This is an optimization exercise on Yosys and OpenROAD, whose aim is small area, a short achievable clock period and few clock cycles per item, not a production implementation. Only the layout flow was run in this run; the RTL was not checked for function there. Power figures rest on the tool's default switching activity, not on a simulated workload.

<file path="design/flow/config.mk">
export PLATFORM = sky130hd
export DESIGN_NAME = ringRouter
export DESIGN_NICKNAME = ringRouter
export VERILOG_FILES = /design/flow/design.v
export SDC_FILE = /design/flow/constraint.sdc
export NUM_CORES = 4
export LEC_CHECK = 0
export CAP_MARGIN = 20
export CORE_MARGIN = 2
export CORE_UTILIZATION = 50
export SETUP_SLACK_MARGIN = 1.6
export SLEW_MARGIN = 20
</file>
<file path="design/flow/constraint.sdc">
create_clock -name core_clock -period 4.0 [get_ports {clk}]
set_input_delay 0.8000 -clock core_clock [delete_from_list [all_inputs] [get_ports {clk}]]
set_output_delay 0.8000 -clock core_clock [all_outputs]
set_load 0.01 [all_outputs]
</file>
<file path="design/flow/design.v">
`default_nettype none
package routerPkg;
    localparam int packetWidth = 64;
    localparam int hopLsb      = 48;     
    localparam int hopWidth    = 8;
    localparam int dirBit      = 62;     
    localparam int storeWidth  = packetWidth - 1;
    localparam int numChan = 3;
endpackage
`default_nettype wire
`default_nettype none
`timescale 1ns/1ps
import routerPkg::*;
module vcArbiter (
    input  logic       favor1,      
    input  logic [1:0] reqA,        
    input  logic       olderA1,     
    input  logic [1:0] reqB,
    input  logic       olderB1,
    output logic [3:0] sel          
);
    logic [1:0] pickA, pickB;
    logic       anyA, anyB;
    logic       grantA, grantB;
    always_comb begin
        pickA[1] = reqA[1] & (~reqA[0] | olderA1);
        pickA[0] = reqA[0] & ~pickA[1];
        pickB[1] = reqB[1] & (~reqB[0] | olderB1);
        pickB[0] = reqB[0] & ~pickB[1];
        anyA     = |reqA;
        anyB     = |reqB;
        grantA   = anyA & (~anyB | ~favor1);
        grantB   = anyB & (~anyA | favor1);
        sel      = {{2{grantB}} & pickB, {2{grantA}} & pickA};
    end
endmodule
`default_nettype wire
`default_nettype none
`timescale 1ns/1ps
import routerPkg::*;
module inputStage #(
    parameter bit isPe = 1'b0
) (
    input  logic                       clk,
    input  logic                       reset,
    input  logic [packetWidth:0]       linkIn,      
    output logic                       ready,
    input  logic [1:0]                 drain,       
    output logic [1:0][1:0]            dst,         
    output logic                       older1,
    output logic [1:0][1:0]            dstNext,     
    output logic                       older1Next,
    output logic [1:0][storeWidth-1:0] data
);
    logic                   send;
    logic [packetWidth-1:0] pkt;
    logic [storeWidth-1:0]  fwd;
    logic                   rt;
    logic [1:0]             full;
    logic                   acc;
    logic [1:0]             load;
    assign {send, pkt} = linkIn;
    assign fwd = {pkt[63:56], pkt[55:49], pkt[47:0]};
    assign rt  = isPe ? pkt[dirBit] : ~pkt[hopLsb];      
    assign full[0] = |dst[0];
    assign full[1] = |dst[1];
    assign ready   = ~(full[0] & full[1]);
    assign acc     = send & ready;
    assign load[0] = acc & ~full[0];
    assign load[1] = acc & full[0];
    always_comb begin
        for (int k = 0; k < 2; k++) begin
            if (load[k]) begin
                dstNext[k] = {rt, ~rt};
            end else if (drain[k]) begin
                dstNext[k] = 2'b00;
            end else begin
                dstNext[k] = dst[k];
            end
        end
        older1Next = load[0] ? 1'b1 : load[1] ? 1'b0 : older1;
    end
    always_ff @(posedge clk) begin
        if (reset) begin
            dst <= '0;
        end else begin
            dst <= dstNext;
        end
    end
    always_ff @(posedge clk) begin
        older1 <= older1Next;
    end
    always_ff @(posedge clk) begin
        for (int k = 0; k < 2; k++) begin
            if (load[k]) begin
                data[k] <= fwd;
            end
        end
    end
endmodule
`default_nettype wire
`default_nettype none
`timescale 1ns/1ps
import routerPkg::*;
module switchAllocator (
    input  logic clk,
    input  logic reset,
    output logic polarity
);
    always_ff @(posedge clk) begin
        if (reset) begin
            polarity <= 1'b0;
        end else begin
            polarity <= ~polarity;
        end
    end
endmodule
`default_nettype wire
`default_nettype none
`timescale 1ns/1ps
import routerPkg::*;
module outputStage (
    input  logic                       clk,
    input  logic                       reset,
    input  logic [1:0]                 reqA,        
    input  logic [1:0]                 reqB,
    input  logic [1:0]                 reqANext,    
    input  logic                       olderA1Next,
    input  logic [1:0]                 reqBNext,
    input  logic                       olderB1Next,
    input  logic [1:0][storeWidth-1:0] dataA,
    input  logic [1:0][storeWidth-1:0] dataB,
    input  logic                       outReady,
    output logic [packetWidth:0]       linkOut,     
    output logic [1:0]                 drainA,
    output logic [1:0]                 drainB
);
    logic [3:0]            sel, selNext;
    logic                  favor1, favor1Next;
    logic [storeWidth-1:0] outData;
    assign favor1Next = favor1 ^ ((|reqA) & (|reqB) & outReady);
    vcArbiter arbiter_inst (
        .favor1  (favor1Next),
        .reqA    (reqANext),
        .olderA1 (olderA1Next),
        .reqB    (reqBNext),
        .olderB1 (olderB1Next),
        .sel     (selNext)
    );
    always_ff @(posedge clk) begin
        if (reset) begin
            sel    <= 4'b0000;
            favor1 <= 1'b0;
        end else begin
            sel    <= selNext;
            favor1 <= favor1Next;
        end
    end
    always_comb begin
        outData = ({storeWidth{sel[0]}} & dataA[0])
                | ({storeWidth{sel[1]}} & dataA[1])
                | ({storeWidth{sel[2]}} & dataB[0])
                | ({storeWidth{sel[3]}} & dataB[1]);
        drainA = sel[1:0] & {2{outReady}};
        drainB = sel[3:2] & {2{outReady}};
    end
    assign linkOut = {(|sel) & outReady, outData[62:55], 1'b0, outData[54:0]};
endmodule
`default_nettype wire
`default_nettype none
`timescale 1ns/1ps
import routerPkg::*;
module ringRouter (
    input  logic        clk,
    input  logic        reset,
    input  logic [64:0] cwIn,
    input  logic [64:0] ccwIn,
    input  logic [64:0] peIn,
    output logic        cwReady,
    output logic        ccwReady,
    output logic        peReady,
    output logic [64:0] cwOut,
    output logic [64:0] ccwOut,
    output logic [64:0] peOut,
    input  logic        cwOutReady,
    input  logic        ccwOutReady,
    input  logic        peOutReady,
    output logic        polarity
);
    logic [1:0][1:0]            cwDst, ccwDst, peDst;
    logic [1:0][1:0]            cwDstN, ccwDstN, peDstN;
    logic                       cwOlder1, ccwOlder1, peOlder1;
    logic                       cwOlder1N, ccwOlder1N, peOlder1N;
    logic [1:0][storeWidth-1:0] cwData, ccwData, peData;
    logic [1:0]                 cwDrainRing, cwDrainPe;      
    logic [1:0]                 ccwDrainRing, ccwDrainPe;
    logic [1:0]                 peDrainCw, peDrainCcw;
    switchAllocator polarity_inst (
        .clk      (clk),
        .reset    (reset),
        .polarity (polarity)
    );
    inputStage #(.isPe(1'b0)) cwIn_inst (
        .clk        (clk),
        .reset      (reset),
        .linkIn     (cwIn),
        .ready      (cwReady),
        .drain      (cwDrainRing | cwDrainPe),
        .dst        (cwDst),
        .older1     (cwOlder1),
        .dstNext    (cwDstN),
        .older1Next (cwOlder1N),
        .data       (cwData)
    );
    inputStage #(.isPe(1'b0)) ccwIn_inst (
        .clk        (clk),
        .reset      (reset),
        .linkIn     (ccwIn),
        .ready      (ccwReady),
        .drain      (ccwDrainRing | ccwDrainPe),
        .dst        (ccwDst),
        .older1     (ccwOlder1),
        .dstNext    (ccwDstN),
        .older1Next (ccwOlder1N),
        .data       (ccwData)
    );
    inputStage #(.isPe(1'b1)) peIn_inst (
        .clk        (clk),
        .reset      (reset),
        .linkIn     (peIn),
        .ready      (peReady),
        .drain      (peDrainCw | peDrainCcw),
        .dst        (peDst),
        .older1     (peOlder1),
        .dstNext    (peDstN),
        .older1Next (peOlder1N),
        .data       (peData)
    );
    outputStage cwOut_inst (
        .clk         (clk),
        .reset       (reset),
        .reqA        ({cwDst[1][0], cwDst[0][0]}),
        .reqB        ({peDst[1][0], peDst[0][0]}),
        .reqANext    ({cwDstN[1][0], cwDstN[0][0]}),
        .olderA1Next (cwOlder1N),
        .reqBNext    ({peDstN[1][0], peDstN[0][0]}),
        .olderB1Next (peOlder1N),
        .dataA       (cwData),
        .dataB       (peData),
        .outReady    (cwOutReady),
        .linkOut     (cwOut),
        .drainA      (cwDrainRing),
        .drainB      (peDrainCw)
    );
    outputStage ccwOut_inst (
        .clk         (clk),
        .reset       (reset),
        .reqA        ({ccwDst[1][0], ccwDst[0][0]}),
        .reqB        ({peDst[1][1], peDst[0][1]}),
        .reqANext    ({ccwDstN[1][0], ccwDstN[0][0]}),
        .olderA1Next (ccwOlder1N),
        .reqBNext    ({peDstN[1][1], peDstN[0][1]}),
        .olderB1Next (peOlder1N),
        .dataA       (ccwData),
        .dataB       (peData),
        .outReady    (ccwOutReady),
        .linkOut     (ccwOut),
        .drainA      (ccwDrainRing),
        .drainB      (peDrainCcw)
    );
    outputStage peOut_inst (
        .clk         (clk),
        .reset       (reset),
        .reqA        ({cwDst[1][1], cwDst[0][1]}),
        .reqB        ({ccwDst[1][1], ccwDst[0][1]}),
        .reqANext    ({cwDstN[1][1], cwDstN[0][1]}),
        .olderA1Next (cwOlder1N),
        .reqBNext    ({ccwDstN[1][1], ccwDstN[0][1]}),
        .olderB1Next (ccwOlder1N),
        .dataA       (cwData),
        .dataB       (ccwData),
        .outReady    (peOutReady),
        .linkOut     (peOut),
        .drainA      (cwDrainPe),
        .drainB      (ccwDrainPe)
    );
endmodule
`default_nettype wire
</file>
<file path="design/flow/run.sh">
#!/bin/bash
# synth_recipe.tcl (not shown) runs the flow's synth.tcl, then flattens the netlist and writes it again
# the make line also repeats each setting of config.mk as NAME=value (left out here)
make -C /OpenROAD-flow-scripts/flow DESIGN_CONFIG=/design/flow/config.mk WORK_HOME=/design/flow/orfs CLKGATE_MAP_FILE= SYNTH_SCRIPT=/design/flow/synth_recipe.tcl finish
</file>
==> metrics.yaml <==
run:
  max-cap-violations: 0
yosys:
  post-synth-top-area-cell: "edfxtp_1"
  synth.area.top_cells: "edfxtp_1, a22oi_1, nand2_1"
  synthDominantCellAreaShare: 0.683
  ys_seq_area_frac: 0.720
  syn_avg_cell_area_sq_um: 14.1
  synth_most_common_cell: "a22oi_1"
  syn_area_sq_um: 16600
  ys_types: 39
  synth_edf_count: 378
  ys_async_sr_fraction: 0
  synth_warnings: 5
  yosys_register_bits: 409
  ys.flop_type: "edfxtp_1"
  synth_cells: 1180
  synth_common_cells: "a22oi_1, edfxtp_1, nand2_1"
clock_network:
  htreeDepth: 2
  clk_pin_slew_ns: 0.06
  clock_path_buffers: 3
  tritoncts: "yes"
  root_buffer: "clkbuf_16"
  clk_latency_ns: 0.55
  hold_buffers: 0
  numClockSinks: 409
  cts_buffers: 43
worst_setup_path:
  cp_slowest_cell: "dfxtp_4"
  arrival_ns: 1.85
  critPathMaxFanout: 8
  startpoint: "ccwOut_inst.sel[2]$_SDFF_PP0_"
  r2r-start: "ccwOut_inst.sel[2]$_SDFF_PP0_"
  critPathTopFamily: "buffers and inverters"
  worst-endpoint-required_ns: 3.20
  cp-start-kind: "flop"
  worstSetupEndpointType: "output port"
  crit_type: "flop to output port"
  crit_path_frequent_cell: "buf_6"
  crit_chain: "buf_6 -> buf_6 -> buf_12 -> buf_16 -> a22oi_2 -> nand2_1 -> buf_6"
  cpPeakStageDelay_ns: 0.39
  crit_buf_inv: 5
power_and_ir_drop:
  p_int_mw: 8.27
  combPwrFrac: 0.184
  p_per_area_nw_per_um2: 422
  switching_share: 0.262
  p_sw_mw: 2.94
  vdd_ir_drop_max_uv: 442
  p_leak_nw: 10.0
  pwr-share-seq: 0.469
  finalPower_mw: 11.2
  clkPwrFrac: 0.347
finish:
  final_util: 0.815
  nets: 1952
  drive_gt1_frac: 0.427
  final_cells: 2241
  area_growth_pct: 59.9
  fillers: 1708
  final_area_sq_um: 26600
detailed_routing:
  drc: 0
  drt-pass1-iter-count: 8
  via_count: 14700
  drt_iter0_markers: 1716
  ant_nets: 0
  drt_wl_total_mm: 71.9
  wl_per_cell_microns: 32.1
  viasPerCell: 6.55
floorplan:
  fp.dieH_microns: 186
  rows: 66
  die_w_microns: 186
  ios: 399
  core-area_sq_um: 32600
  start_util: 0.510
  die_area_sq_um: 34700
timing:
  worst_pin_slew_ns: 0.942
  fin_worst_skew_ns: 0.0205
  holdWs_ns: 0.418
  min_period_ns: 2.65
  finalHoldViolCount: 0
  finalCritPeriodShare: 0.663
  fin_tns_setup_ns: 0
  setup_viol: 0
  slew-limit-headroom: 0.370
  rsz0062_at_grt: "yes"
  finalMaxSlewViolations: 0
  timing.final.ws_setup_ns: 1.35
  fmax_ghz: 0.377
global_routing:
  grtUsageTotal: 0.380
  gr-total-overflow: 0
  grt_start_max_net_pins: 48
  grt_pass1_wl_mm: 96.1
  antenna_found_initial: 15
  first_global_vias: 14400
worst_hold_path:
  min-delay-path-class: "flop to flop"
  worstHoldStart: "polarity_inst.polarity$_SDFF_PP0_"
place:
  portBuffers: 394
  post-place-ws_ns: 1.01
  hpwlAfterDp_mm: 34.0
  dp.cells: 1964
  post_dp_cell_area_sq_um: 21300
  gp_congestion: 0.831
run_status:
  outcome: "timing/DRC/antenna clean"
==> metal layers <==
layer	GRT usage	vias to the layer above	part of all wire
met5	0	-	0.00013
met4	0.221	2	0.072
met3	0.0865	276	0.12
met2	0.624	1128	0.47
met1	0.464	7313	0.34
li1	-	5951	-
==> kinds of logic (layout without fill, tap and decap cells) <==
| kind of cell | count (synthesis) | after routing | synth area share |
|---|---|---|---|
| flip-flops | 409 | 409 | 0.720 |
| other | 1 | 18 | 0.000226 |
| AO/OA/AOI/OAI | 422 | 422 | 0.191 |
| XOR/XNOR | 3 | 3 | 0.00158 |
| buffers and inverters | 91 | 692 | 0.0212 |
| AND/OR/NAND/NOR | 254 | 255 | 0.0659 |
==> repair_timing <==
action	CTS	global route
pin swaps	105	125
cloned	37	8
gates resized for setup	1086	221
hold endpoints to repair	0	0
setup endpoints to repair	235	223
setup buffers	112	28
==> cell usage in the layout, fill, tap and decap left out, types with 4 or more instances in the layout <==
| master | count |
|---|---|
| a21oi_1 | 7 |
| a22oi_1 | 134 |
| a22oi_2 | 253 |
| a31oi_1 | 5 |
| a32oi_1 | 5 |
| buf_12 | 54 |
| buf_16 | 38 |
| buf_2 | 125 |
| buf_4 | 52 |
| buf_6 | 111 |
| buf_8 | 16 |
| clkbuf_1 | 7 |
| clkbuf_16 | 52 |
| clkbuf_2 | 5 |
| clkdlybuf4s50_1 | 196 |
| clkinv_1 | 12 |
| clkinv_2 | 7 |
| dfxtp_1 | 19 |
| dfxtp_4 | 12 |
| diode_2 | 15 |
| dlygate4sd2_1 | 6 |
| edfxtp_1 | 378 |
| nand2_1 | 198 |
| nand2_2 | 6 |
| nand3_1 | 4 |
| nor2_1 | 11 |
| nor3b_4 | 4 |
==> power by group through the flow <==
stage / combinational (mW) / clock [mW] / sequential, mW
after floorplan: 0.622 / 0 / 5.23
after global placement: 1.54 / 0 / 5.26
after detailed placement: 1.55 / 0 / 5.28
after CTS: 1.87 / 3.86 / 5.22
after global routing: 2.12 / 4.06 / 5.28
final: 2.06 / 3.89 / 5.26
==> final cells by class <==
| cell class | count | area [sq um] | share of cell area |
|---|---|---|---|
| Antenna cell | 15 | 37.5 | 0.00141 |
| Clock buffer | 53 | 1170 | 0.0439 |
| Clock inverter | 24 | 185 | 0.00697 |
| Inverter | 2 | 7.51 | 0.000282 |
| Multi-Input combinational cell | 683 | 5690 | 0.214 |
| Sequential cell | 409 | 12000 | 0.452 |
| Tap cell | 442 | 553 | 0.0208 |
| Timing Repair Buffer | 613 | 6930 | 0.261 |
==> sequential cells by signal, indices dropped and copies added, names as in the netlist, 4 cells and up <==
| register | count |
|---|---|
| cwIn_inst.dst | 4 |
| ccwIn_inst.data | 126 |
| ccwIn_inst.dst | 4 |
| peOut_inst.sel | 4 |
| peIn_inst.data | 126 |
| ccwOut_inst.sel | 4 |
| cwIn_inst.data | 126 |
| cwOut_inst.sel | 4 |
| peIn_inst.dst | 4 |
==> final timing paths <==
path,end,slack [ns],cells past startpoint
worst min register to register,polarity_inst.polarity$_SDFF_PP0_,0.42,1
worst max-delay path,ccwOut[30],1.35,7
worst min-delay path,polarity_inst.polarity$_SDFF_PP0_,0.42,1
worst max register to register,ccwOut_inst.sel[2]$_SDFF_PP0_,1.78,9

-- separate check: timing with driven ports --
In the flow no input, the clock included, has a driving cell. The finished layout below was timed again as built, in two steps.
Step 1 assumes that a clkbuf_16 drives the clock port and a buf_2 every other input.
Step 2 moves the port delays by t, midway between the first and last clock arrival at a register: inputs arrive t later, outputs are due t later. That takes back most of the time a late clock gives input paths.
Three values: ideal ports, drivers, drivers and shift; two values: the first two.
t, ns: 0.591
slack for setup (ns): 1.348 / 1.293 / 1.087
latest minus earliest clock arrival (ns): 0.023 / 0.023
worst data-port slew with drivers (ns): 0.11
After both steps this run still meets setup and hold. The setup slack of this run moves by -0.055 ns with the drivers and by -0.261 ns with both steps.
